Context: an optimization exercise on an open-source flow, tuned for small area, a short achievable clock period and few clock cycles per item. The choices shown serve that exercise and are no tape-out recipe. Function was checked by simulation only, so behaviour that the tests miss may differ from the original. Power figures rest on the tool's default switching activity, not on a simulated workload.

[flow/config.mk]
export PLATFORM = sky130hd
export DESIGN_NAME = rbm_recon
export DESIGN_NICKNAME = rbm_recon
export VERILOG_FILES = /design/flow/design.v
export SDC_FILE = /design/flow/constraint.sdc
export NUM_CORES = 4
export LEC_CHECK = 0
export ABC_CLOCK_PERIOD_IN_PS = 2700
export CAP_MARGIN = 20
export CORE_MARGIN = 2
export CORE_UTILIZATION = 55
export SETUP_SLACK_MARGIN = 4.2
export SLEW_MARGIN = 20
[flow/constraint.sdc]
create_clock -name core_clock -period 7.0 [get_ports {clk}]
set_input_delay 1.4000 -clock core_clock [delete_from_list [all_inputs] [get_ports {clk}]]
set_output_delay 1.4000 -clock core_clock [all_outputs]
set_load 0.01 [all_outputs]
[flow/design.v]
`default_nettype none
package rbm_pkg;
    localparam int NUM_VISIBLE = 16;
    localparam int NUM_HIDDEN  = 16;
    localparam logic [15:0] LFSR_SEED_BASE = 16'hACE1;
    function automatic logic [7:0] thr_offset(input logic [15:0] l);
        logic [9:0] r7;
        logic [9:0] r9;
        logic [9:0] r10;
        logic [9:0] t;
        r7  = {1'b0, l[15:7]};
        r9  = {3'b0, l[15:9]};
        r10 = {4'b0, l[15:10]};
        if (l[15:8] < 8'd21) begin           
            t = 10'd207 - r7;
        end else if (l[15:8] < 8'd64) begin  
            t = 10'd175 - r9;
        end else if (l[15:8] < 8'd188) begin  
            t = 10'd159 - r10;
        end else if (l[15:8] < 8'd234) begin  
            t = 10'd207 - r9;
            if (t > 10'd112) t = 10'd112;
        end else begin                        
            t = 10'd559 - r7;
            if (t > 10'd90) t = 10'd90;
        end
        thr_offset = t[7:0];
    endfunction
endpackage
`default_nettype wire
`timescale 1ns/100ps
`default_nettype none
module rbm_sequencer (
    input  wire            clk,
    input  wire            reset_n,
    input  wire            start,
    input  wire  [15:0]    hidden,
    input  wire            param_we,
    input  wire  [16:0]    param,
    output logic           busy,
    output logic [2047:0]  ring_q,
    output logic [15:0]    gate,
    output logic [127:0]   bias_q,
    output logic           v1,
    output logic           v2,
    output logic           v3
);
    logic [3:0]   pos;
    logic         clr;
    logic         pend;
    logic         wb;
    logic [3:0]   p_row;
    logic [3:0]   p_col;
    logic [7:0]   p_data;
    logic accept;
    logic wacc;
    logic hit;
    logic pend_next;
    logic clr_next;
    assign accept = start & ~busy;
    assign wacc   = param_we & ~busy;
    assign hit       = pend & (p_col == ~pos);
    assign pend_next = pend ? ~hit : (wacc & ~param[16]);
    assign clr_next  = clr & ~(pos == 4'd15);
    always_ff @(posedge clk or negedge reset_n) begin
        if (!reset_n) begin
            pos  <= '0;
            clr  <= 1'b1;
            busy <= 1'b1;
            pend <= 1'b0;
            wb   <= 1'b0;
            v1   <= 1'b0;
            v2   <= 1'b0;
            v3   <= 1'b0;
        end else begin
            pos  <= pos + 4'd1;
            clr  <= clr_next;
            busy <= clr_next | pend_next;
            pend <= pend_next;
            wb   <= wacc & param[16];
            v1   <= accept;
            v2   <= v1;
            v3   <= v2;
        end
    end
    always_ff @(posedge clk) begin
        if (!pend) begin
            p_row  <= param[15:12];
            p_col  <= param[11:8];
            p_data <= param[7:0];
        end
    end
    for (genvar k = 0; k < 16; k++) begin : g_bias
        always_ff @(posedge clk or negedge reset_n) begin
            if (!reset_n) begin
                bias_q[8*k +: 8] <= '0;
            end else if (wb && p_row == 4'(k)) begin
                bias_q[8*k +: 8] <= p_data;
            end
        end
    end
    for (genvar k = 0; k < 16; k++) begin : g_lane
        logic sel;
        assign sel = clr | (hit & (p_row == 4'(k)));
        always_ff @(posedge clk) begin
            ring_q[8*k +: 8] <= sel ? (clr ? 8'd0 : p_data) : ring_q[128*15 + 8*k +: 8];
        end
    end
    always_ff @(posedge clk) begin
        ring_q[2047:128] <= ring_q[1919:0];
    end
    always_ff @(posedge clk) begin
        for (int s = 0; s < 16; s++) begin
            gate[s] <= hidden[4'(s) + ~pos];
        end
    end
endmodule
`default_nettype wire
`timescale 1ns/100ps
`default_nettype none
module rbm_tree_s1 (
    input  wire [143:0] op,
    output wire [47:0] p1
);
    wire fa0_s, fa0_c;
    assign fa0_s = op[0] ^ op[8] ^ op[16];
    assign fa0_c = (op[0] & op[8]) | (op[0] & op[16]) | (op[8] & op[16]);
    wire fa1_s, fa1_c;
    assign fa1_s = op[24] ^ op[32] ^ op[40];
    assign fa1_c = (op[24] & op[32]) | (op[24] & op[40]) | (op[32] & op[40]);
    wire fa2_s, fa2_c;
    assign fa2_s = op[48] ^ op[56] ^ op[64];
    assign fa2_c = (op[48] & op[56]) | (op[48] & op[64]) | (op[56] & op[64]);
    wire fa3_s, fa3_c;
    assign fa3_s = op[72] ^ op[80] ^ op[88];
    assign fa3_c = (op[72] & op[80]) | (op[72] & op[88]) | (op[80] & op[88]);
    wire fa4_s, fa4_c;
    assign fa4_s = op[96] ^ op[104] ^ op[112];
    assign fa4_c = (op[96] & op[104]) | (op[96] & op[112]) | (op[104] & op[112]);
    wire fa5_s, fa5_c;
    assign fa5_s = op[120] ^ op[128] ^ op[136];
    assign fa5_c = (op[120] & op[128]) | (op[120] & op[136]) | (op[128] & op[136]);
    wire fa6_s, fa6_c;
    assign fa6_s = op[1] ^ op[9] ^ op[17];
    assign fa6_c = (op[1] & op[9]) | (op[1] & op[17]) | (op[9] & op[17]);
    wire fa7_s, fa7_c;
    assign fa7_s = op[25] ^ op[33] ^ op[41];
    assign fa7_c = (op[25] & op[33]) | (op[25] & op[41]) | (op[33] & op[41]);
    wire fa8_s, fa8_c;
    assign fa8_s = op[49] ^ op[57] ^ op[65];
    assign fa8_c = (op[49] & op[57]) | (op[49] & op[65]) | (op[57] & op[65]);
    wire fa9_s, fa9_c;
    assign fa9_s = op[73] ^ op[81] ^ op[89];
    assign fa9_c = (op[73] & op[81]) | (op[73] & op[89]) | (op[81] & op[89]);
    wire fa10_s, fa10_c;
    assign fa10_s = op[97] ^ op[105] ^ op[113];
    assign fa10_c = (op[97] & op[105]) | (op[97] & op[113]) | (op[105] & op[113]);
    wire fa11_s, fa11_c;
    assign fa11_s = op[121] ^ op[129] ^ op[137];
    assign fa11_c = (op[121] & op[129]) | (op[121] & op[137]) | (op[129] & op[137]);
    wire fa12_s, fa12_c;
    assign fa12_s = op[2] ^ op[10] ^ op[18];
    assign fa12_c = (op[2] & op[10]) | (op[2] & op[18]) | (op[10] & op[18]);
    wire fa13_s, fa13_c;
    assign fa13_s = op[26] ^ op[34] ^ op[42];
    assign fa13_c = (op[26] & op[34]) | (op[26] & op[42]) | (op[34] & op[42]);
    wire fa14_s, fa14_c;
    assign fa14_s = op[50] ^ op[58] ^ op[66];
    assign fa14_c = (op[50] & op[58]) | (op[50] & op[66]) | (op[58] & op[66]);
    wire fa15_s, fa15_c;
    assign fa15_s = op[74] ^ op[82] ^ op[90];
    assign fa15_c = (op[74] & op[82]) | (op[74] & op[90]) | (op[82] & op[90]);
    wire fa16_s, fa16_c;
    assign fa16_s = op[98] ^ op[106] ^ op[114];
    assign fa16_c = (op[98] & op[106]) | (op[98] & op[114]) | (op[106] & op[114]);
    wire fa17_s, fa17_c;
    assign fa17_s = op[122] ^ op[130] ^ op[138];
    assign fa17_c = (op[122] & op[130]) | (op[122] & op[138]) | (op[130] & op[138]);
    wire fa18_s, fa18_c;
    assign fa18_s = op[3] ^ op[11] ^ op[19];
    assign fa18_c = (op[3] & op[11]) | (op[3] & op[19]) | (op[11] & op[19]);
    wire fa19_s, fa19_c;
    assign fa19_s = op[27] ^ op[35] ^ op[43];
    assign fa19_c = (op[27] & op[35]) | (op[27] & op[43]) | (op[35] & op[43]);
    wire fa20_s, fa20_c;
    assign fa20_s = op[51] ^ op[59] ^ op[67];
    assign fa20_c = (op[51] & op[59]) | (op[51] & op[67]) | (op[59] & op[67]);
    wire fa21_s, fa21_c;
    assign fa21_s = op[75] ^ op[83] ^ op[91];
    assign fa21_c = (op[75] & op[83]) | (op[75] & op[91]) | (op[83] & op[91]);
    wire fa22_s, fa22_c;
    assign fa22_s = op[99] ^ op[107] ^ op[115];
    assign fa22_c = (op[99] & op[107]) | (op[99] & op[115]) | (op[107] & op[115]);
    wire fa23_s, fa23_c;
    assign fa23_s = op[123] ^ op[131] ^ op[139];
    assign fa23_c = (op[123] & op[131]) | (op[123] & op[139]) | (op[131] & op[139]);
    wire fa24_s, fa24_c;
    assign fa24_s = op[4] ^ op[12] ^ op[20];
    assign fa24_c = (op[4] & op[12]) | (op[4] & op[20]) | (op[12] & op[20]);
    wire fa25_s, fa25_c;
    assign fa25_s = op[28] ^ op[36] ^ op[44];
    assign fa25_c = (op[28] & op[36]) | (op[28] & op[44]) | (op[36] & op[44]);
    wire fa26_s, fa26_c;
    assign fa26_s = op[52] ^ op[60] ^ op[68];
    assign fa26_c = (op[52] & op[60]) | (op[52] & op[68]) | (op[60] & op[68]);
    wire fa27_s, fa27_c;
    assign fa27_s = op[76] ^ op[84] ^ op[92];
    assign fa27_c = (op[76] & op[84]) | (op[76] & op[92]) | (op[84] & op[92]);
    wire fa28_s, fa28_c;
    assign fa28_s = op[100] ^ op[108] ^ op[116];
    assign fa28_c = (op[100] & op[108]) | (op[100] & op[116]) | (op[108] & op[116]);
    wire fa29_s, fa29_c;
    assign fa29_s = op[124] ^ op[132] ^ op[140];
    assign fa29_c = (op[124] & op[132]) | (op[124] & op[140]) | (op[132] & op[140]);
    wire fa30_s, fa30_c;
    assign fa30_s = op[5] ^ op[13] ^ op[21];
    assign fa30_c = (op[5] & op[13]) | (op[5] & op[21]) | (op[13] & op[21]);
    wire fa31_s, fa31_c;
    assign fa31_s = op[29] ^ op[37] ^ op[45];
    assign fa31_c = (op[29] & op[37]) | (op[29] & op[45]) | (op[37] & op[45]);
    wire fa32_s, fa32_c;
    assign fa32_s = op[53] ^ op[61] ^ op[69];
    assign fa32_c = (op[53] & op[61]) | (op[53] & op[69]) | (op[61] & op[69]);
    wire fa33_s, fa33_c;
    assign fa33_s = op[77] ^ op[85] ^ op[93];
    assign fa33_c = (op[77] & op[85]) | (op[77] & op[93]) | (op[85] & op[93]);
    wire fa34_s, fa34_c;
    assign fa34_s = op[101] ^ op[109] ^ op[117];
    assign fa34_c = (op[101] & op[109]) | (op[101] & op[117]) | (op[109] & op[117]);
    wire fa35_s, fa35_c;
    assign fa35_s = op[125] ^ op[133] ^ op[141];
    assign fa35_c = (op[125] & op[133]) | (op[125] & op[141]) | (op[133] & op[141]);
    wire fa36_s, fa36_c;
    assign fa36_s = op[6] ^ op[14] ^ op[22];
    assign fa36_c = (op[6] & op[14]) | (op[6] & op[22]) | (op[14] & op[22]);
    wire fa37_s, fa37_c;
    assign fa37_s = op[30] ^ op[38] ^ op[46];
    assign fa37_c = (op[30] & op[38]) | (op[30] & op[46]) | (op[38] & op[46]);
    wire fa38_s, fa38_c;
    assign fa38_s = op[54] ^ op[62] ^ op[70];
    assign fa38_c = (op[54] & op[62]) | (op[54] & op[70]) | (op[62] & op[70]);
    wire fa39_s, fa39_c;
    assign fa39_s = op[78] ^ op[86] ^ op[94];
    assign fa39_c = (op[78] & op[86]) | (op[78] & op[94]) | (op[86] & op[94]);
    wire fa40_s, fa40_c;
    assign fa40_s = op[102] ^ op[110] ^ op[118];
    assign fa40_c = (op[102] & op[110]) | (op[102] & op[118]) | (op[110] & op[118]);
    wire fa41_s, fa41_c;
    assign fa41_s = op[126] ^ op[134] ^ op[142];
    assign fa41_c = (op[126] & op[134]) | (op[126] & op[142]) | (op[134] & op[142]);
    wire fa42_s, fa42_c;
    assign fa42_s = op[7] ^ op[15] ^ op[23];
    assign fa42_c = (op[7] & op[15]) | (op[7] & op[23]) | (op[15] & op[23]);
    wire fa43_s, fa43_c;
    assign fa43_s = op[31] ^ op[39] ^ op[47];
    assign fa43_c = (op[31] & op[39]) | (op[31] & op[47]) | (op[39] & op[47]);
    wire fa44_s, fa44_c;
    assign fa44_s = op[55] ^ op[63] ^ op[71];
    assign fa44_c = (op[55] & op[63]) | (op[55] & op[71]) | (op[63] & op[71]);
    wire fa45_s, fa45_c;
    assign fa45_s = op[79] ^ op[87] ^ op[95];
    assign fa45_c = (op[79] & op[87]) | (op[79] & op[95]) | (op[87] & op[95]);
    wire fa46_s, fa46_c;
    assign fa46_s = op[103] ^ op[111] ^ op[119];
    assign fa46_c = (op[103] & op[111]) | (op[103] & op[119]) | (op[111] & op[119]);
    wire fa47_s, fa47_c;
    assign fa47_s = op[127] ^ op[135] ^ op[143];
    assign fa47_c = (op[127] & op[135]) | (op[127] & op[143]) | (op[135] & op[143]);
    wire fa48_s, fa48_c;
    assign fa48_s = fa0_s ^ fa1_s ^ fa2_s;
    assign fa48_c = (fa0_s & fa1_s) | (fa0_s & fa2_s) | (fa1_s & fa2_s);
    wire fa49_s, fa49_c;
    assign fa49_s = fa3_s ^ fa4_s ^ fa5_s;
    assign fa49_c = (fa3_s & fa4_s) | (fa3_s & fa5_s) | (fa4_s & fa5_s);
    wire fa50_s, fa50_c;
    assign fa50_s = fa0_c ^ fa1_c ^ fa2_c;
    assign fa50_c = (fa0_c & fa1_c) | (fa0_c & fa2_c) | (fa1_c & fa2_c);
    wire fa51_s, fa51_c;
    assign fa51_s = fa3_c ^ fa4_c ^ fa5_c;
    assign fa51_c = (fa3_c & fa4_c) | (fa3_c & fa5_c) | (fa4_c & fa5_c);
    wire fa52_s, fa52_c;
    assign fa52_s = fa6_s ^ fa7_s ^ fa8_s;
    assign fa52_c = (fa6_s & fa7_s) | (fa6_s & fa8_s) | (fa7_s & fa8_s);
    wire fa53_s, fa53_c;
    assign fa53_s = fa9_s ^ fa10_s ^ fa11_s;
    assign fa53_c = (fa9_s & fa10_s) | (fa9_s & fa11_s) | (fa10_s & fa11_s);
    wire fa54_s, fa54_c;
    assign fa54_s = fa6_c ^ fa7_c ^ fa8_c;
    assign fa54_c = (fa6_c & fa7_c) | (fa6_c & fa8_c) | (fa7_c & fa8_c);
    wire fa55_s, fa55_c;
    assign fa55_s = fa9_c ^ fa10_c ^ fa11_c;
    assign fa55_c = (fa9_c & fa10_c) | (fa9_c & fa11_c) | (fa10_c & fa11_c);
    wire fa56_s, fa56_c;
    assign fa56_s = fa12_s ^ fa13_s ^ fa14_s;
    assign fa56_c = (fa12_s & fa13_s) | (fa12_s & fa14_s) | (fa13_s & fa14_s);
    wire fa57_s, fa57_c;
    assign fa57_s = fa15_s ^ fa16_s ^ fa17_s;
    assign fa57_c = (fa15_s & fa16_s) | (fa15_s & fa17_s) | (fa16_s & fa17_s);
    wire fa58_s, fa58_c;
    assign fa58_s = fa12_c ^ fa13_c ^ fa14_c;
    assign fa58_c = (fa12_c & fa13_c) | (fa12_c & fa14_c) | (fa13_c & fa14_c);
    wire fa59_s, fa59_c;
    assign fa59_s = fa15_c ^ fa16_c ^ fa17_c;
    assign fa59_c = (fa15_c & fa16_c) | (fa15_c & fa17_c) | (fa16_c & fa17_c);
    wire fa60_s, fa60_c;
    assign fa60_s = fa18_s ^ fa19_s ^ fa20_s;
    assign fa60_c = (fa18_s & fa19_s) | (fa18_s & fa20_s) | (fa19_s & fa20_s);
    wire fa61_s, fa61_c;
    assign fa61_s = fa21_s ^ fa22_s ^ fa23_s;
    assign fa61_c = (fa21_s & fa22_s) | (fa21_s & fa23_s) | (fa22_s & fa23_s);
    wire fa62_s, fa62_c;
    assign fa62_s = fa18_c ^ fa19_c ^ fa20_c;
    assign fa62_c = (fa18_c & fa19_c) | (fa18_c & fa20_c) | (fa19_c & fa20_c);
    wire fa63_s, fa63_c;
    assign fa63_s = fa21_c ^ fa22_c ^ fa23_c;
    assign fa63_c = (fa21_c & fa22_c) | (fa21_c & fa23_c) | (fa22_c & fa23_c);
    wire fa64_s, fa64_c;
    assign fa64_s = fa24_s ^ fa25_s ^ fa26_s;
    assign fa64_c = (fa24_s & fa25_s) | (fa24_s & fa26_s) | (fa25_s & fa26_s);
    wire fa65_s, fa65_c;
    assign fa65_s = fa27_s ^ fa28_s ^ fa29_s;
    assign fa65_c = (fa27_s & fa28_s) | (fa27_s & fa29_s) | (fa28_s & fa29_s);
    wire fa66_s, fa66_c;
    assign fa66_s = fa24_c ^ fa25_c ^ fa26_c;
    assign fa66_c = (fa24_c & fa25_c) | (fa24_c & fa26_c) | (fa25_c & fa26_c);
    wire fa67_s, fa67_c;
    assign fa67_s = fa27_c ^ fa28_c ^ fa29_c;
    assign fa67_c = (fa27_c & fa28_c) | (fa27_c & fa29_c) | (fa28_c & fa29_c);
    wire fa68_s, fa68_c;
    assign fa68_s = fa30_s ^ fa31_s ^ fa32_s;
    assign fa68_c = (fa30_s & fa31_s) | (fa30_s & fa32_s) | (fa31_s & fa32_s);
    wire fa69_s, fa69_c;
    assign fa69_s = fa33_s ^ fa34_s ^ fa35_s;
    assign fa69_c = (fa33_s & fa34_s) | (fa33_s & fa35_s) | (fa34_s & fa35_s);
    wire fa70_s, fa70_c;
    assign fa70_s = fa30_c ^ fa31_c ^ fa32_c;
    assign fa70_c = (fa30_c & fa31_c) | (fa30_c & fa32_c) | (fa31_c & fa32_c);
    wire fa71_s, fa71_c;
    assign fa71_s = fa33_c ^ fa34_c ^ fa35_c;
    assign fa71_c = (fa33_c & fa34_c) | (fa33_c & fa35_c) | (fa34_c & fa35_c);
    wire fa72_s, fa72_c;
    assign fa72_s = fa36_s ^ fa37_s ^ fa38_s;
    assign fa72_c = (fa36_s & fa37_s) | (fa36_s & fa38_s) | (fa37_s & fa38_s);
    wire fa73_s, fa73_c;
    assign fa73_s = fa39_s ^ fa40_s ^ fa41_s;
    assign fa73_c = (fa39_s & fa40_s) | (fa39_s & fa41_s) | (fa40_s & fa41_s);
    wire fa74_s, fa74_c;
    assign fa74_s = fa36_c ^ fa37_c ^ fa38_c;
    assign fa74_c = (fa36_c & fa37_c) | (fa36_c & fa38_c) | (fa37_c & fa38_c);
    wire fa75_s, fa75_c;
    assign fa75_s = fa39_c ^ fa40_c ^ fa41_c;
    assign fa75_c = (fa39_c & fa40_c) | (fa39_c & fa41_c) | (fa40_c & fa41_c);
    wire fa76_s, fa76_c;
    assign fa76_s = fa42_s ^ fa43_s ^ fa44_s;
    assign fa76_c = (fa42_s & fa43_s) | (fa42_s & fa44_s) | (fa43_s & fa44_s);
    wire fa77_s, fa77_c;
    assign fa77_s = fa45_s ^ fa46_s ^ fa47_s;
    assign fa77_c = (fa45_s & fa46_s) | (fa45_s & fa47_s) | (fa46_s & fa47_s);
    wire fa78_s, fa78_c;
    assign fa78_s = fa42_c ^ fa43_c ^ fa44_c;
    assign fa78_c = (fa42_c & fa43_c) | (fa42_c & fa44_c) | (fa43_c & fa44_c);
    wire fa79_s, fa79_c;
    assign fa79_s = fa45_c ^ fa46_c ^ fa47_c;
    assign fa79_c = (fa45_c & fa46_c) | (fa45_c & fa47_c) | (fa46_c & fa47_c);
    wire fa80_s, fa80_c;
    assign fa80_s = fa48_c ^ fa49_c ^ fa50_s;
    assign fa80_c = (fa48_c & fa49_c) | (fa48_c & fa50_s) | (fa49_c & fa50_s);
    wire fa81_s, fa81_c;
    assign fa81_s = fa51_s ^ fa52_s ^ fa53_s;
    assign fa81_c = (fa51_s & fa52_s) | (fa51_s & fa53_s) | (fa52_s & fa53_s);
    wire fa82_s, fa82_c;
    assign fa82_s = fa50_c ^ fa51_c ^ fa52_c;
    assign fa82_c = (fa50_c & fa51_c) | (fa50_c & fa52_c) | (fa51_c & fa52_c);
    wire fa83_s, fa83_c;
    assign fa83_s = fa53_c ^ fa54_s ^ fa55_s;
    assign fa83_c = (fa53_c & fa54_s) | (fa53_c & fa55_s) | (fa54_s & fa55_s);
    wire fa84_s, fa84_c;
    assign fa84_s = fa54_c ^ fa55_c ^ fa56_c;
    assign fa84_c = (fa54_c & fa55_c) | (fa54_c & fa56_c) | (fa55_c & fa56_c);
    wire fa85_s, fa85_c;
    assign fa85_s = fa57_c ^ fa58_s ^ fa59_s;
    assign fa85_c = (fa57_c & fa58_s) | (fa57_c & fa59_s) | (fa58_s & fa59_s);
    wire fa86_s, fa86_c;
    assign fa86_s = fa58_c ^ fa59_c ^ fa60_c;
    assign fa86_c = (fa58_c & fa59_c) | (fa58_c & fa60_c) | (fa59_c & fa60_c);
    wire fa87_s, fa87_c;
    assign fa87_s = fa61_c ^ fa62_s ^ fa63_s;
    assign fa87_c = (fa61_c & fa62_s) | (fa61_c & fa63_s) | (fa62_s & fa63_s);
    wire fa88_s, fa88_c;
    assign fa88_s = fa62_c ^ fa63_c ^ fa64_c;
    assign fa88_c = (fa62_c & fa63_c) | (fa62_c & fa64_c) | (fa63_c & fa64_c);
    wire fa89_s, fa89_c;
    assign fa89_s = fa65_c ^ fa66_s ^ fa67_s;
    assign fa89_c = (fa65_c & fa66_s) | (fa65_c & fa67_s) | (fa66_s & fa67_s);
    wire fa90_s, fa90_c;
    assign fa90_s = fa66_c ^ fa67_c ^ fa68_c;
    assign fa90_c = (fa66_c & fa67_c) | (fa66_c & fa68_c) | (fa67_c & fa68_c);
    wire fa91_s, fa91_c;
    assign fa91_s = fa69_c ^ fa70_s ^ fa71_s;
    assign fa91_c = (fa69_c & fa70_s) | (fa69_c & fa71_s) | (fa70_s & fa71_s);
    wire fa92_s, fa92_c;
    assign fa92_s = fa70_c ^ fa71_c ^ fa72_c;
    assign fa92_c = (fa70_c & fa71_c) | (fa70_c & fa72_c) | (fa71_c & fa72_c);
    wire fa93_s, fa93_c;
    assign fa93_s = fa73_c ^ fa74_s ^ fa75_s;
    assign fa93_c = (fa73_c & fa74_s) | (fa73_c & fa75_s) | (fa74_s & fa75_s);
    wire fa94_s, fa94_c;
    assign fa94_s = fa74_c ^ fa75_c ^ fa76_c;
    assign fa94_c = (fa74_c & fa75_c) | (fa74_c & fa76_c) | (fa75_c & fa76_c);
    wire fa95_s, fa95_c;
    assign fa95_s = fa77_c ^ fa78_s ^ fa79_s;
    assign fa95_c = (fa77_c & fa78_s) | (fa77_c & fa79_s) | (fa78_s & fa79_s);
    assign p1 = {fa79_c, fa78_c, fa95_c, fa94_c, fa95_s, fa94_s, fa93_c, fa92_c, fa77_s, fa76_s, fa93_s, fa92_s, fa91_c, fa90_c, fa73_s, fa72_s, fa91_s, fa90_s, fa89_c, fa88_c, fa69_s, fa68_s, fa89_s, fa88_s, fa87_c, fa86_c, fa65_s, fa64_s, fa87_s, fa86_s, fa85_c, fa84_c, fa61_s, fa60_s, fa85_s, fa84_s, fa83_c, fa82_c, fa57_s, fa56_s, fa83_s, fa82_s, fa81_c, fa80_c, fa81_s, fa80_s, fa49_s, fa48_s};
endmodule
module rbm_tree_s2 (
    input  wire [47:0] p1_q,
    output wire [21:0] p2
);
    wire fa96_s, fa96_c;
    assign fa96_s = p1_q[4] ^ p1_q[5] ^ p1_q[6];
    assign fa96_c = (p1_q[4] & p1_q[5]) | (p1_q[4] & p1_q[6]) | (p1_q[5] & p1_q[6]);
    wire fa97_s, fa97_c;
    assign fa97_s = p1_q[7] ^ p1_q[8] ^ p1_q[9];
    assign fa97_c = (p1_q[7] & p1_q[8]) | (p1_q[7] & p1_q[9]) | (p1_q[8] & p1_q[9]);
    wire fa98_s, fa98_c;
    assign fa98_s = p1_q[10] ^ p1_q[11] ^ p1_q[12];
    assign fa98_c = (p1_q[10] & p1_q[11]) | (p1_q[10] & p1_q[12]) | (p1_q[11] & p1_q[12]);
    wire fa99_s, fa99_c;
    assign fa99_s = p1_q[13] ^ p1_q[14] ^ p1_q[15];
    assign fa99_c = (p1_q[13] & p1_q[14]) | (p1_q[13] & p1_q[15]) | (p1_q[14] & p1_q[15]);
    wire fa100_s, fa100_c;
    assign fa100_s = p1_q[16] ^ p1_q[17] ^ p1_q[18];
    assign fa100_c = (p1_q[16] & p1_q[17]) | (p1_q[16] & p1_q[18]) | (p1_q[17] & p1_q[18]);
    wire fa101_s, fa101_c;
    assign fa101_s = p1_q[19] ^ p1_q[20] ^ p1_q[21];
    assign fa101_c = (p1_q[19] & p1_q[20]) | (p1_q[19] & p1_q[21]) | (p1_q[20] & p1_q[21]);
    wire fa102_s, fa102_c;
    assign fa102_s = p1_q[22] ^ p1_q[23] ^ p1_q[24];
    assign fa102_c = (p1_q[22] & p1_q[23]) | (p1_q[22] & p1_q[24]) | (p1_q[23] & p1_q[24]);
    wire fa103_s, fa103_c;
    assign fa103_s = p1_q[25] ^ p1_q[26] ^ p1_q[27];
    assign fa103_c = (p1_q[25] & p1_q[26]) | (p1_q[25] & p1_q[27]) | (p1_q[26] & p1_q[27]);
    wire fa104_s, fa104_c;
    assign fa104_s = p1_q[28] ^ p1_q[29] ^ p1_q[30];
    assign fa104_c = (p1_q[28] & p1_q[29]) | (p1_q[28] & p1_q[30]) | (p1_q[29] & p1_q[30]);
    wire fa105_s, fa105_c;
    assign fa105_s = p1_q[31] ^ p1_q[32] ^ p1_q[33];
    assign fa105_c = (p1_q[31] & p1_q[32]) | (p1_q[31] & p1_q[33]) | (p1_q[32] & p1_q[33]);
    wire fa106_s, fa106_c;
    assign fa106_s = p1_q[34] ^ p1_q[35] ^ p1_q[36];
    assign fa106_c = (p1_q[34] & p1_q[35]) | (p1_q[34] & p1_q[36]) | (p1_q[35] & p1_q[36]);
    wire fa107_s, fa107_c;
    assign fa107_s = p1_q[37] ^ p1_q[38] ^ p1_q[39];
    assign fa107_c = (p1_q[37] & p1_q[38]) | (p1_q[37] & p1_q[39]) | (p1_q[38] & p1_q[39]);
    wire fa108_s, fa108_c;
    assign fa108_s = p1_q[40] ^ p1_q[41] ^ p1_q[42];
    assign fa108_c = (p1_q[40] & p1_q[41]) | (p1_q[40] & p1_q[42]) | (p1_q[41] & p1_q[42]);
    wire fa109_s, fa109_c;
    assign fa109_s = p1_q[44] ^ p1_q[45] ^ p1_q[46];
    assign fa109_c = (p1_q[44] & p1_q[45]) | (p1_q[44] & p1_q[46]) | (p1_q[45] & p1_q[46]);
    wire fa110_s, fa110_c;
    assign fa110_s = fa96_c ^ fa97_c ^ fa98_s;
    assign fa110_c = (fa96_c & fa97_c) | (fa96_c & fa98_s) | (fa97_c & fa98_s);
    wire fa111_s, fa111_c;
    assign fa111_s = fa98_c ^ fa99_c ^ fa100_s;
    assign fa111_c = (fa98_c & fa99_c) | (fa98_c & fa100_s) | (fa99_c & fa100_s);
    wire fa112_s, fa112_c;
    assign fa112_s = fa100_c ^ fa101_c ^ fa102_s;
    assign fa112_c = (fa100_c & fa101_c) | (fa100_c & fa102_s) | (fa101_c & fa102_s);
    wire fa113_s, fa113_c;
    assign fa113_s = fa102_c ^ fa103_c ^ fa104_s;
    assign fa113_c = (fa102_c & fa103_c) | (fa102_c & fa104_s) | (fa103_c & fa104_s);
    wire fa114_s, fa114_c;
    assign fa114_s = fa104_c ^ fa105_c ^ fa106_s;
    assign fa114_c = (fa104_c & fa105_c) | (fa104_c & fa106_s) | (fa105_c & fa106_s);
    wire fa115_s, fa115_c;
    assign fa115_s = fa106_c ^ fa107_c ^ fa108_s;
    assign fa115_c = (fa106_c & fa107_c) | (fa106_c & fa108_s) | (fa107_c & fa108_s);
    wire fa116_s, fa116_c;
    assign fa116_s = fa108_c ^ fa109_s ^ p1_q[47];
    assign fa116_c = (fa108_c & fa109_s) | (fa108_c & p1_q[47]) | (fa109_s & p1_q[47]);
    wire fa117_s, fa117_c;
    assign fa117_s = fa110_c ^ fa111_s ^ fa101_s;
    assign fa117_c = (fa110_c & fa111_s) | (fa110_c & fa101_s) | (fa111_s & fa101_s);
    wire fa118_s, fa118_c;
    assign fa118_s = fa111_c ^ fa112_s ^ fa103_s;
    assign fa118_c = (fa111_c & fa112_s) | (fa111_c & fa103_s) | (fa112_s & fa103_s);
    wire fa119_s, fa119_c;
    assign fa119_s = fa112_c ^ fa113_s ^ fa105_s;
    assign fa119_c = (fa112_c & fa113_s) | (fa112_c & fa105_s) | (fa113_s & fa105_s);
    wire fa120_s, fa120_c;
    assign fa120_s = fa113_c ^ fa114_s ^ fa107_s;
    assign fa120_c = (fa113_c & fa114_s) | (fa113_c & fa107_s) | (fa114_s & fa107_s);
    wire fa121_s, fa121_c;
    assign fa121_s = fa114_c ^ fa115_s ^ p1_q[43];
    assign fa121_c = (fa114_c & fa115_s) | (fa114_c & p1_q[43]) | (fa115_s & p1_q[43]);
    assign p2 = {fa109_c, fa116_c, fa116_s, fa115_c, fa121_c, fa121_s, fa120_c, fa120_s, fa119_c, fa119_s, fa118_c, fa118_s, fa117_c, fa117_s, fa99_s, fa110_s, fa97_s, fa96_s, p1_q[3], p1_q[2], p1_q[1], p1_q[0]};
endmodule
module rbm_tree_s3 (
    input  wire [21:0] p2_q,
    output wire [12:0] sum_a,
    output wire [12:0] sum_b
);
    wire ha0_s, ha0_c;
    assign ha0_s = p2_q[17] ^ p2_q[18];
    assign ha0_c = p2_q[17] & p2_q[18];
    wire ha1_s, ha1_c;
    assign ha1_s = p2_q[20] ^ p2_q[21];
    assign ha1_c = p2_q[20] & p2_q[21];
    assign sum_a = {1'b0, ha1_c, ha0_c, ha0_s, p2_q[15], p2_q[13], p2_q[11], p2_q[9], p2_q[8], p2_q[6], p2_q[4], p2_q[2], p2_q[0]};
    assign sum_b = {1'b0, 1'b0, ha1_s, p2_q[19], p2_q[16], p2_q[14], p2_q[12], p2_q[10], 1'b0, p2_q[7], p2_q[5], p2_q[3], p2_q[1]};
endmodule
module visible_unit #(
    parameter int UNIT_INDEX = 0
) (
    input  wire          clk,
    input  wire          reset_n,
    input  wire  [127:0] wring,
    input  wire  [15:0]  gate,
    input  wire  [7:0]   bias,
    input  wire          v1,
    output logic         sample
);
    localparam logic [15:0] SEED =
        rbm_pkg::LFSR_SEED_BASE ^ 16'(UNIT_INDEX);
    localparam logic [7:0] SEED_THR = rbm_pkg::thr_offset(SEED);
    logic [15:0] lfsr;
    logic [15:0] lfsr_next;
    logic [7:0]  thr;
    logic        never;
    assign lfsr_next = {lfsr[14:0], lfsr[15] ^ lfsr[13] ^ lfsr[12] ^ lfsr[10]};
    always_ff @(posedge clk or negedge reset_n) begin
        if (!reset_n) begin
            lfsr  <= SEED;
            thr   <= SEED_THR;
            never <= 1'b0;
        end else if (v1) begin
            lfsr  <= lfsr_next;
            thr   <= rbm_pkg::thr_offset(lfsr_next);
            never <= &lfsr_next;
        end
    end
    logic [144-1:0] op;
    logic [12:0]     sum_a, sum_b;
    logic [13:0]     total;
    logic [47:0] p1;
    logic [47:0] p1_q;
    logic           never1_q;
    logic [21:0] p2;
    logic [21:0] p2_q;
    logic           never2_q;
    for (genvar s = 0; s < 16; s++) begin : g_op
        assign op[8*s +: 8] = {~(gate[s] & wring[8*s+7]), wring[8*s +: 7] & {7{gate[s]}}};
    end
    assign op[128 +: 8] = {~bias[7], bias[6:0]};
    assign op[136 +: 8] = thr;
    rbm_tree_s1 u_s1 (
        .op (op),
        .p1 (p1)
    );
    always_ff @(posedge clk) begin
        p1_q     <= p1;
        never1_q <= never;
    end
    rbm_tree_s2 u_s2 (
        .p1_q (p1_q),
        .p2 (p2)
    );
    always_ff @(posedge clk) begin
        p2_q     <= p2;
        never2_q <= never1_q;
    end
    rbm_tree_s3 u_s3 (
        .p2_q (p2_q),
        .sum_a (sum_a),
        .sum_b (sum_b)
    );
    assign total  = 14'(sum_a) + 14'(sum_b) + 14'h1700;
    assign sample = total[13] & ~never2_q;
endmodule
`default_nettype wire
`timescale 1ns/100ps
`default_nettype none
module sample_collector (
    input  wire         clk,
    input  wire         reset_n,
    input  wire  [15:0] sample,
    input  wire         v2,
    output logic [15:0] visible,
    output logic        done
);
    always_ff @(posedge clk or negedge reset_n) begin
        if (!reset_n) begin
            visible <= '0;
            done    <= 1'b0;
        end else begin
            done <= v2;
            if (v2) begin
                visible <= sample;
            end
        end
    end
endmodule
`default_nettype wire
`timescale 1ns/100ps
`default_nettype none
module rbm_recon (
    input  wire          clk,
    input  wire          reset_n,
    input  wire          start,
    input  wire  [15:0]  hidden,
    input  wire          param_we,
    input  wire  [16:0]  param,
    output logic         busy,
    output logic         done,
    output logic [15:0]  visible
);
    logic [2047:0] ring_q;
    logic [15:0]   gate;
    logic [127:0]  bias_q;
    logic          v1;
    logic          v2;
    logic          v3;
    logic [15:0]   sample;
    rbm_sequencer u_sequencer (
        .clk      (clk),
        .reset_n  (reset_n),
        .start    (start),
        .hidden   (hidden),
        .param_we (param_we),
        .param    (param),
        .busy     (busy),
        .ring_q   (ring_q),
        .gate     (gate),
        .bias_q   (bias_q),
        .v1       (v1),
        .v2       (v2),
        .v3       (v3)
    );
    for (genvar k = 0; k < 16; k++) begin : g_unit
        logic [127:0] wring;
        for (genvar s = 0; s < 16; s++) begin : g_s
            assign wring[8*s +: 8] = ring_q[128*s + 8*k +: 8];
        end
        visible_unit #(
            .UNIT_INDEX (k)
        ) u_unit (
            .clk     (clk),
            .reset_n (reset_n),
            .wring   (wring),
            .gate    (gate),
            .bias    (bias_q[8*k +: 8]),
            .v1      (v1),
            .sample  (sample[k])
        );
    end
    sample_collector u_collector (
        .clk     (clk),
        .reset_n (reset_n),
        .sample  (sample),
        .v2      (v3),
        .visible (visible),
        .done    (done)
    );
endmodule
`default_nettype wire
[flow/run.sh]
#!/bin/bash
# synth_recipe.tcl (not shown) runs the flow's synth.tcl, then flattens the netlist and writes it again
# the make line also repeats each setting of config.mk as NAME=value (left out here)
make -C /OpenROAD-flow-scripts/flow DESIGN_CONFIG=/design/flow/config.mk WORK_HOME=/design/flow/orfs CLKGATE_MAP_FILE= SYNTH_SCRIPT=/design/flow/synth_recipe.tcl finish
==> results of run 1 <==
==> path summary, 6_finish.rpt <==
| check | endpoint | slack (ns) |
|---|---|---|
| max in group asynchronous | u_collector.visible[13] | 5.05 |
| min reg2reg | u_sequencer.ring_q[622] | 0.31 |
| min in group asynchronous | g_unit[1].u_unit.lfsr[12] | 0.51 |
| max | busy | 4.00 |
| min | u_sequencer.ring_q[622] | 0.31 |
| max reg2reg | u_sequencer.bias_q[69] | 4.17 |
==> flip-flops by register name (all words and copies together) (netlist names), 4 cells and up <==
signal,cells
g_unit.u_unit.thr,128
u_collector.visible,16
g_unit.u_unit.p1_q,768
g_unit.u_unit.never,16
u_sequencer.p_col,4
g_unit.u_unit.never2_q,16
u_sequencer.bias_q,128
g_unit.u_unit.lfsr,256
u_sequencer.pos,4
g_unit.u_unit.p2_q,352
u_sequencer.ring_q,2048
u_sequencer.p_data,8
u_sequencer.gate,16
u_sequencer.p_row,4
g_unit.u_unit.never1_q,16
==> power groups by stage <==
| stage | Sequential (mW) | Clock, mW | Combinational (mW) |
|---|---|---|---|
| global placement | 28.4 | 0 | 11.5 |
| detailed placement | 28.5 | 0 | 11.9 |
| global route | 28.4 | 22.7 | 14.0 |
| CTS | 28.0 | 21.7 | 12.4 |
| finish | 28.0 | 21.4 | 12.4 |
| floorplan | 26.7 | 0 | 9.13 |
==> layer usage <==
layer | vias to the layer above | global-route usage, % | routed length, um
met5 | - | 0 | 0
met4 | 0 | 8.18 | 12800
met3 | 570 | 4.00 | 29300
met2 | 2731 | 45.0 | 192000
met1 | 47700 | 39.4 | 176000
li1 | 41700 | - | -
==> stage by stage <==
stage,setup WS [ns],util (%)
floorplan,4.27,-
global placement,3.18,56.8
detailed placement,3.10,56.8
CTS,3.94,62.2
global route,3.98,62.4
finish,4.00,62.4
==> cells in the mapped netlist (10+ instances only) <==
cell,n,area (um^2)
nand2_1,1038,3900
o31ai_1,19,143
dfxtp_1,3216,64400
dfstp_2,210,5520
clkbuf_1,467,1750
a31oi_1,56,350
o2111ai_1,18,158
a221oi_1,19,166
o21ai_0,294,1470
or2_2,10,62.6
a21o_1,47,353
nand3_1,83,415
o221ai_1,22,193
xnor2_1,77,674
a211o_1,11,96.3
and4_1,20,175
a311oi_1,22,193
nor2b_1,27,169
a21oi_1,213,1070
nor2_1,323,1210
mux4_2,20,450
nor3_1,46,230
o211ai_1,56,420
o21a_1,32,240
edfxtp_1,16,480
ha_1,296,3700
nand2b_1,25,156
o22ai_1,22,138
and3_1,28,175
fa_1,1952,39100
or3_1,29,181
dfrtp_1,346,8660
xor2_1,19,166
o2bb2ai_1,21,184
mux2_2,278,3130
nor4_1,40,250
nand4_1,79,494
a21boi_0,11,82.6
or4_1,15,113
mux2i_1,147,1470
a211oi_1,33,248
buf_1,24,90.1
and2_1,1368,8560
inv_1,2143,8040
==> repair_timing <==
action | CTS | global route
setup buffers | 92 | 13
pin swaps | 7 | 3
resized for setup | 167 | 42
endpoints found under the setup margin | 902 | 214
gates cloned | 22 | 15
==> cells in the final DEF (no fill, tap or decap), drive strengths merged, types with 217 or more instances in the layout <==
cell type / instances
and2: 1370
ha: 296
fa: 1952
nor2: 331
dfrtp: 346
dfxtp: 3216
nand2: 1041
o21ai: 298
clkbuf: 616
buf: 217
mux2: 278
inv: 2157
==> cell type report <==
class | count | area, um^2 | area share [%]
Tap cell | 3900 | 4880 | 2.69
Inverter | 2147 | 8070 | 4.45
Multi-Input combinational cell | 6982 | 71900 | 39.6
Clock buffer | 602 | 11900 | 6.55
Timing Repair Buffer | 272 | 4110 | 2.27
Clock inverter | 131 | 1480 | 0.816
Antenna cell | 50 | 125 | 0.0689
Sequential cell | 3788 | 79100 | 43.6
==> cells by family after synthesis <==
family | Yosys count
fa+ha+maj | 2248
buf+inv | 2642
xor+xnor | 96
compound gates | 1014
flops | 3788
simple gates | 3179
mux | 445
==> results_dict.tcl, run 1 <==
set metrics [dict create \
    grt_pass1_wl_um 615000 \
    p_clk_share_pct 34.6 \
    cts_tree "built" \
    min_path_type "flip-flop to flip-flop" \
    rsz0062_at_grt "true" \
    via_per_inst 5.18 \
    io_buffers 54 \
    synth-compound-area-share_pct 4.09 \
    cp_top_family "flip-flops" \
    seq_area_frac_synth_pct 49.2 \
    drtPass1Iterations 6 \
    crit-reg2reg-launch "u_sequencer.p_row[3]" \
    final_max_slew_viol_count 0 \
    synth-xor-area-share_pct 0.523 \
    cts_sinks 3788 \
    synth_mux_area_share_pct 3.14 \
    synth_ff_type "dfxtp_1" \
    max_freq_mhz 334 \
    power_mw 61.8 \
    antenna_left 0 \
    die_area_um2 297000 \
    finClkSkew_ns 0.0424 \
    holdCritStartpoint "u_sequencer.ring_q[494]" \
    hpwl_um 229000 \
    synth_warnings 18 \
    path_max_fanout 2 \
    critPathLaunch "u_sequencer.busy" \
    layout-drive-gt1-share_pct 10.6 \
    io-pin-count 55 \
    globalplace.congestion 0.834 \
    whs_path_depth 0 \
    tightest_slew_ns 1.05 \
    yosys.area_share.simple_pct 10.3 \
    synth_fa_ha_area_share_pct 26.6 \
    rows 198 \
    cp.depth 1 \
    path_clk_slew_ns 0.07 \
    ys_seq_elements 3788 \
    fin_tns_setup_ns 0 \
    clkLatencyLatePin_ns 0.94 \
    cts-htree-levels 5 \
    placed_area_um2 165000 \
    drc 0 \
    fin_area_um2 182000 \
    start_util_pct 55.3 \
    wl_um 411000 \
    ys_types 86 \
    critical_path_buf_inv_count 1 \
    critPathCaptureType "output port" \
    p_per_area_nw_per_um2 340 \
    seqPwrFrac_pct 45.3 \
    dieWidth_um 545 \
    finalCritPeriodShare_pct 42.8 \
    drtIter0Drc 6648 \
    final_nets 15900 \
    critPathLaunchType "flip-flop" \
    clock-root-buffer "clkbuf_16" \
    grt_pass1_vias 99800 \
    cp_slowest_cell "dfstp_2" \
    cp_cell_sequence "buf_6" \
    worstPathRequired_ns 5.60 \
    grt_max_degree 180 \
    track_usage_pct 27.9 \
    cts_buffers 392 \
    synth_area_um2 161000 \
    p_leak_nw 80.4 \
    setup_viol 0 \
    switchingPower_mw 18.9 \
    synth_top_family_by_area "adder cells" \
    reg2regPathDepth 3 \
    syn_nets 15700 \
    area.growth.synth_to_final_pct 13.0 \
    syn_avg_cell_area_um2 12.0 \
    dp_cells 16900 \
    status "finished clean" \
    switching_share_pct 30.5 \
    p_int_mw 42.9 \
    whs_ns 0.314 \
    fin_cells 17900 \
    vias 92700 \
    clockBufferDepth 4 \
    placeableCoreArea_um2 291000 \
    synth_cells 13400 \
    antenna_found_initial 78 \
    relSlewSlack_pct 30.1 \
    ir_drop_uv 299 \
    worstSetupPathType "flip-flop to output port" \
    die_h_um 545 \
    drv_cap 0 \
    async_flop_share_pct 14.7 \
    p_comb_share_pct 20.1 \
    final_hold_viol_count 0 \
    finalCriticalPeriod_ns 3.00 \
    gr-total-overflow 0 \
    n_fill_cell 22700 \
    crit_path_max_incr_delay_ns 0.56 \
    synth-edff-count 16 \
    postCtsHoldBufs 0 \
    worstPathArrival_ns 1.60 \
    post_drt_wl_per_cell_um 23.0 \
]
Testbench counts, summed over its fixed seeds: cycles 1,072, items 1,024.
==> run 2, diff against run 1 <==
--- a/flow/config.mk
+++ b/flow/config.mk
@@ -10,4 +10,6 @@
 export CORE_MARGIN = 2
 export CORE_UTILIZATION = 55
+export CTS_CLUSTER_DIAMETER = 100
+export CTS_CLUSTER_SIZE = 30
 export SETUP_SLACK_MARGIN = 4.2
 export SLEW_MARGIN = 20
==> run 2 against run 1 <==
  * Area after synthesis unchanged
  * Still clean
  * Clock skew down 0.014 ns
  * Core utilization down 2.9 points
  * Sequential power about the same
  * Sequential share of layout area up 2.1 points
  * Critical endpoint unchanged
==> results_dict.tcl, run 2 <==
set metrics [dict create \
    seq_area_frac_synth_pct 49.2 \
    synth_commonest_cells "3216 x dfxtp_1, 2143 x inv_1, 1952 x fa_1, 1368 x and2_1, 1038 x nand2_1" \
    relSlewSlack_pct 28.5 \
    wl_met2_um 193000 \
    path_clk_slew_ns 0.12 \
    grt_max_degree 180 \
    start_util_pct 55.3 \
    cts_tree "built" \
    area.growth.synth_to_final_pct 7.75 \
    placeableCoreArea_um2 291000 \
    ys_types 86 \
    final_max_slew_viol_count 0 \
    antenna_left 0 \
    wl_um 409000 \
    netlist.area_leader.share_pct 40.0 \
    io-pin-count 55 \
    hpwl_um 229000 \
    crit_path_max_incr_delay_ns 0.58 \
    drv_cap 0 \
    cts_buffers 153 \
    biggestRegsByFlops "u_sequencer.ring_q (2048), g_unit.u_unit.p1_q (768), g_unit.u_unit.p2_q (352)" \
    die_area_um2 297000 \
    dieWidth_um 545 \
    fin_tns_setup_ns 0 \
    async_flop_share_pct 14.7 \
    most-common-layout-cells "3200 x dfxtp_1, 2140 x inv_1, 1952 x fa_1" \
    path_max_fanout 2 \
    drtPass1Iterations 8 \
    largest_reg_flops 2048 \
    critPathCaptureType "output port" \
    critPathLaunch "u_sequencer.busy" \
    antenna_found_initial 88 \
    final_hold_viol_count 0 \
    finalCritPeriodShare_pct 42.6 \
    status "finished clean" \
    fin_area_um2 173000 \
    post_drt_wl_per_cell_um 23.5 \
    rows 198 \
    min_path_type "flip-flop to flip-flop" \
    holdCritStartpoint "g_unit[8].u_unit.p1_q[1]" \
    worstPathArrival_ns 1.58 \
    met1Wirelength_um 175000 \
    die_h_um 545 \
    io_buffers 54 \
    synth.area.top_cells "dfxtp_1 40%, fa_1 24%, dfrtp_1 5.4%" \
    rsz0062_at_grt "true" \
    syn_avg_cell_area_um2 12.0 \
    crit-reg2reg-launch "u_sequencer.gate[8]" \
    finalCriticalPeriod_ns 2.98 \
    max_freq_mhz 335 \
    synth_warnings 18 \
    vias 91200 \
    critical_path_buf_inv_count 1 \
    grt_pass1_vias 96900 \
    routed-wl-met3_um 29300 \
    gr-total-overflow 0 \
    cp_slowest_cell "dfstp_2" \
    cp_top_family "flip-flops" \
    ir_drop_uv 286 \
    track_usage_pct 27.2 \
    cts-htree-levels 4 \
    clkLatencyLatePin_ns 0.90 \
    synth_ff_type "dfxtp_1" \
    critPathLaunchType "flip-flop" \
    synth-edff-count 16 \
    final_nets 15600 \
    grt_pass1_wl_um 602000 \
    final_common_cell "dfxtp_1" \
    synth_largest_area_cell "dfxtp_1" \
    drc 0 \
    tightest_slew_ns 1.07 \
    cts_sinks 3788 \
    finClkSkew_ns 0.0281 \
    placed_area_um2 165000 \
    ys_seq_elements 3788 \
    globalplace.congestion 0.834 \
    syn_nets 15700 \
    worstPathRequired_ns 5.60 \
    setup_viol 0 \
    synth_cells 13400 \
    cp_cell_sequence "buf_6" \
    postCtsHoldBufs 0 \
    drtIter0Drc 7197 \
    via_per_inst 5.24 \
    reg2reg_slack_ns 4.15 \
    p_per_area_nw_per_um2 299 \
    yosysMostFrequentCell "dfxtp_1" \
    routed.top_layer "met5" \
    p_leak_nw 76.2 \
    clock-root-buffer "clkbuf_16" \
    synth_area_um2 161000 \
    layout-drive-gt1-share_pct 7.71 \
    worstSetupPathType "flip-flop to output port" \
    clockBufferDepth 4 \
    regMostFlops "u_sequencer.ring_q" \
]
run 2: cell counts after synthesis:
Identical to the previous run, type by type.
run 2: metal layers:
layer	track usage, %	up-vias
met1	39.0	47200
met4	6.78	8
met2	44.5	2676
li1	-	40900
met3	3.19	445
met5	0	-
run 2: timing repair:
item,in CTS,in global routing
pin swaps,7,6
buffers inserted,84,22
gates cloned,20,29
gates resized for setup,165,50
endpoints found under the setup margin,907,234
run 2: cell families (layout without fill, tap and decap cells):
family / Yosys count / in the layout / synth area share (%)
flops: 3788 / 3788 / 49.2
buf+inv: 2642 / 2701 / 6.17
compound gates: 1014 / 1014 / 4.09
simple gates: 3179 / 3179 / 10.3
other cells: 0 / 50 / 0
fa+ha+maj: 2248 / 2248 / 26.6
mux: 445 / 445 / 3.14
xor+xnor: 96 / 96 / 0.523
run 2: final cells by class:
| class | count | area, um^2 |
|---|---|---|
| Sequential cell | 3788 | 79100 |
| Antenna cell | 50 | 125 |
| Fill cell | 23500 | 118000 |
| Tap cell | 3900 | 4880 |
| Multi-Input combinational cell | 6982 | 71900 |
| Timing Repair Buffer | 285 | 4390 |
| Inverter | 2147 | 8070 |
| Clock buffer | 252 | 4500 |
| Clock inverter | 17 | 203 |
run 2: through the flow:
step,std cells,setup slack (ns),power (mW),hold WS (ns),util [%]
3_3_place_gp,16900,3.18,39.9,0.311,56.8
5_1_grt,17400,3.97,54.9,0.325,59.5
4_1_cts,17300,3.94,52.0,0.316,59.1
2_1_floorplan,13400,4.27,35.8,0.310,-
6_report,17400,4.02,51.8,0.314,59.6
3_5_place_dp,16900,3.10,40.3,0.312,56.8
run 2: worst paths after layout:
check                                             to  cells after the start
setup reg to reg            g_unit[0].u_unit.p1_q[3]                      7
hold / removal              g_unit[8].u_unit.p2_q[1]                      0
min in group asynchronous  g_unit[1].u_unit.lfsr[12]                      1
hold reg to reg             g_unit[8].u_unit.p2_q[1]                      0
max in group asynchronous    u_collector.visible[13]                      2
setup / recovery                                busy                      1
run 2: power by group:
part	leakage, nW	total (mW)	internal (mW)	switching [mW]
sequential	32.7	27.9	25.0	2.97
clock	2.25	11.5	4.55	6.91
combinational	41.2	12.4	5.25	7.17
total	76.2	51.8	34.8	17.0
==> run 3, diff against run 2 <==
--- a/flow/design.v
+++ b/flow/design.v
@@ -40,5 +40,5 @@
     output logic           busy,
     output logic [2047:0]  ring_q,
-    output logic [15:0]    gate,
+    output logic [63:0]    gate,
     output logic [127:0]   bias_q,
     output logic           v1,
@@ -110,7 +110,18 @@
         ring_q[2047:128] <= ring_q[1919:0];
     end
-    always_ff @(posedge clk) begin
-        for (int s = 0; s < 16; s++) begin
-            gate[s] <= hidden[4'(s) + ~pos];
+    localparam logic [31:0] ORDER = {8'b01_11_00_10, 8'b10_00_11_01, 8'b00_01_10_11, 8'b11_10_01_00};
+    logic [3:0] rot;
+    assign rot = ~pos;
+    for (genvar j = 0; j < 4; j++) begin : g_gcopy
+        logic [15:0] x [5];
+        assign x[0] = hidden;
+        for (genvar t = 0; t < 4; t++) begin : g_stage
+            localparam int B = ORDER[8*j + 2*t +: 2];
+            for (genvar s = 0; s < 16; s++) begin : g_bit
+                assign x[t+1][s] = rot[B] ? x[t][(s + (1 << B)) % 16] : x[t][s];
+            end
+        end
+        always_ff @(posedge clk) begin
+            gate[16*j +: 16] <= x[4];
         end
     end
@@ -617,5 +628,5 @@
 );
     logic [2047:0] ring_q;
-    logic [15:0]   gate;
+    logic [63:0]   gate;
     logic [127:0]  bias_q;
     logic          v1;
@@ -649,5 +660,5 @@
             .reset_n (reset_n),
             .wring   (wring),
-            .gate    (gate),
+            .gate    (gate[16*(k/4) +: 16]),
             .bias    (bias_q[8*k +: 8]),
             .v1      (v1),
--- a/flow/config.mk
+++ b/flow/config.mk
@@ -10,6 +10,5 @@
 export CORE_MARGIN = 2
 export CORE_UTILIZATION = 55
-export CTS_CLUSTER_DIAMETER = 100
-export CTS_CLUSTER_SIZE = 30
+export CTS_BUF_LIST = sky130_fd_sc_hd__clkbuf_4 sky130_fd_sc_hd__clkbuf_8
 export SETUP_SLACK_MARGIN = 4.2
 export SLEW_MARGIN = 20
==> run 3 against run 2 <==
  * Via count increased by 1.9%
  * Largest cell class unchanged
  * Still clean
  * Clock power grew 83%
  * Global-route usage decreased by 1.5 points
  * Wire length down 7.9%
  * Non-clock buffer count fell by 74
  * Fmax down 13%
  * Sequential cell count increased by 48
  * Area after synthesis up 1.4%
  * Combinational power is essentially flat
  * Synthesized cell count is 0.26% higher
  * Cell count up 4.9%
  * Register-to-register slack gained 0.06 ns
==> results_dict.tcl, run 3 <==
set metrics [dict create \
    cts_buffers 631 \
    synth_ff_type "dfxtp_1" \
    synth_warnings 22 \
    p_per_area_nw_per_um2 337 \
    p_leak_nw 80.9 \
    syn_avg_cell_area_um2 12.1 \
    switching_share_pct 30.8 \
    dieWidth_um 548 \
    antenna_left 0 \
    p_comb_share_pct 20.1 \
    postCtsHoldBufs 0 \
    whs_ns 0.266 \
    gr-total-overflow 0 \
    p_clk_share_pct 34.1 \
    final_common_cell "dfxtp_1" \
    clkLatencyLatePin_ns 1.17 \
    netlist.area_leader.share_pct 40.1 \
    grt_max_degree 144 \
    ir_drop_uv 246 \
    biggestRegsByFlops "u_sequencer.ring_q (2048), g_unit.u_unit.p1_q (768), g_unit.u_unit.p2_q (352)" \
    rows 199 \
    track_usage_pct 25.8 \
    p_int_mw 42.6 \
    most-common-layout-cells "3239 x dfxtp_1, 2138 x inv_1, 1952 x fa_1" \
    final_hold_viol_count 0 \
    post_drt_wl_per_cell_um 20.6 \
    clockBufferDepth 4 \
    synth_commonest_cells "3264 x dfxtp_1, 2139 x inv_1, 1952 x fa_1, 1374 x and2_1, 980 x nand2_1" \
    hpwl_um 232000 \
    layout-drive-gt1-share_pct 14.2 \
    ys_types 91 \
    regMostFlops "u_sequencer.ring_q" \
    finalCriticalPeriod_ns 3.42 \
    placed_area_um2 168000 \
    synth_area_um2 163000 \
    status "finished clean" \
    tightest_slew_ns 1.05 \
    io-pin-count 55 \
    fin_tns_setup_ns 0 \
    critPathLaunchType "flip-flop" \
    critPathCaptureType "output port" \
    worstSetupPathType "flip-flop to output port" \
    vias 93000 \
    path_clk_slew_ns 0.06 \
    cp_slowest_cell "dfstp_2" \
    wl_um 376000 \
    reg2reg_to "u_sequencer.bias_q[110]" \
    drc 0 \
    clock-root-buffer "clkbuf_8" \
    cts_sinks 3836 \
    switchingPower_mw 19.0 \
    cp_cell_sequence "buf_6" \
    critPathLaunch "u_sequencer.busy" \
    critical_path_buf_inv_count 1 \
    seq_area_frac_synth_pct 49.1 \
    reg2regPathDepth 3 \
    synth_cells 13400 \
    worstPathArrival_ns 2.02 \
    yosysMostFrequentCell "dfxtp_1" \
    seqPwrFrac_pct 45.8 \
    placeableCoreArea_um2 294000 \
    finClkSkew_ns 0.0515 \
    reg2reg_slack_ns 4.21 \
    async_flop_share_pct 14.5 \
    die_area_um2 301000 \
    min_path_type "input pin to async pin" \
    relSlewSlack_pct 30.1 \
    io_buffers 54 \
    antenna_found_initial 38 \
    globalplace.congestion 0.841 \
    final_nets 16100 \
    die_h_um 548 \
    cts-htree-levels 6 \
    crit_path_max_incr_delay_ns 0.70 \
    area.growth.synth_to_final_pct 12.0 \
    synth_largest_area_cell "dfxtp_1" \
    path_max_fanout 2 \
    largest_reg_flops 2048 \
    via_per_inst 5.09 \
    cts_tree "built" \
    worstPathRequired_ns 5.60 \
    rsz0062_at_grt "true" \
    drtIter0Drc 5163 \
    crit-reg2reg-launch "u_sequencer.p_row[1]" \
    n_fill_cell 23400 \
    syn_nets 15700 \
    cp_top_family "flip-flops" \
    start_util_pct 55.4 \
    grt_pass1_vias 103000 \
    setup_viol 0 \
    fin_area_um2 183000 \
    grt_pass1_wl_um 595000 \
    final_max_slew_viol_count 0 \
    finalCritPeriodShare_pct 48.8 \
    synth-edff-count 16 \
    drtPass1Iterations 6 \
    synth.area.top_cells "dfxtp_1 40%, fa_1 24%, dfrtp_1 5.3%" \
    max_freq_mhz 293 \
    drv_cap 0 \
    ys_seq_elements 3836 \
]
run 3: cell count changes in the layout (fill, tap and decap cells not counted), sizes merged, moves of 16 or more:
cell	delta
dfxtp	+48
clkbuf	+775
nand2	-61
nand4	-28
clkinv	+54
buf	-49
o211ai	-30
a21oi	-18
a31oi	+20
mux4	+60
nand3	-32
nor3	+16
clkinvlp	+23
run 3: routing by layer:
metal  wire (um)  global-route usage (%)
met3       17800                    3.69
met5           0                       0
met1      168000                    35.7
met2      179000                    41.9
met4       11600                    8.65
run 3: through the flow:
stage | cells | power (mW) | utilization, % | setup slack [ns]
CTS | 18200 | 62.0 | 61.8 | 3.48
finish | 18300 | 61.5 | 62.0 | 3.58
detailed placement | 17000 | 40.8 | 56.9 | 2.85
global placement | 17000 | 40.4 | 56.9 | 2.89
floorplan | 13400 | 36.2 | - | 4.28
global route | 18300 | 65.2 | 62.0 | 3.52
run 3: cell type report:
type / count / area, um^2 / area share, %
sequential: 3836 / 80100 / 43.9
multi-input combinational: 6973 / 73300 / 40.1
clock buffer: 1048 / 12900 / 7.05
inverter: 2151 / 8100 / 4.44
tap: 3919 / 4900 / 2.69
timing repair buffer: 211 / 2210 / 1.21
clock inverter: 110 / 1010 / 0.553
antenna: 35 / 87.6 / 0.0480
run 3: cell families after synthesis:
group / after synthesis / synth area share (%)
multiplexers: 528 / 4.08
flip-flops: 3836 / 49.1
AO/OA/AOI/OAI: 1012 / 4.11
XOR/XNOR: 97 / 0.521
buffers and inverters: 2638 / 6.09
adder cells (fa/ha/maj): 2242 / 26.2
AND/OR/NAND/NOR: 3094 / 9.92
run 3: power by group through the flow:
stage	Clock (mW)	Combinational (mW)	Sequential (mW)
final	21.0	12.4	28.2
after global routing	22.5	14.1	28.6
after CTS	21.5	12.3	28.2
after detailed placement	0	12.2	28.6
after global placement	0	11.8	28.6
after floorplan	0	9.26	27.0
run 3: how the worst max path moves through the flow:
stage / to / slack, ns / cells past startpoint
2_1_floorplan: g_unit[14].u_unit.thr[1] / 4.28 / 9
3_3_place_gp: u_sequencer.ring_q[83] / 2.89 / 7
3_5_place_dp: u_sequencer.ring_q[87] / 2.85 / 7
4_1_cts: busy / 3.48 / 1
5_1_grt: busy / 3.52 / 1
6_report: busy / 3.58 / 1
run 3: what timing repair did:
item,CTS,global route
resized for setup,151,56
endpoints found under the setup margin,420,219
pin swaps,8,7
setup buffers,21,30
endpoints found under the hold margin,0,0
cloned,0,1
Testbench counts of run 3, summed over its fixed seeds: cycles 1,072, items 1,024.

[re-timing with driven ports]
The flow's constraints put no driver on any port. The routed layouts listed below were extracted and timed again, unchanged, in two steps. Step 1: set_driving_cell puts a clkbuf_16 on clk and a buf_2 on each other input, an assumption about the parent block. Step 2 also shifts input and output timing later by t, the mid clock arrival at the registers, as if the neighbouring blocks saw the same clock. a / b / c = ideal / step 1 / step 2; a / b = the first two.
| run | shift t [ns] | setup slack, ns | worst setup path after step 2 |
|---|---|---|---|
| run 1 | 1.020 | 4.004 / 3.906 / 3.919 | input to register |
| run 2 | 0.982 | 4.016 / 3.925 / 3.951 | input to register |
| run 3 | 1.238 | 3.584 / 3.490 / 3.647 | input to register |
After both steps every run listed still meets setup and hold. The setup slack of run 1, which loses most, moves by -0.098 ns with the drivers and by -0.085 ns with both steps.
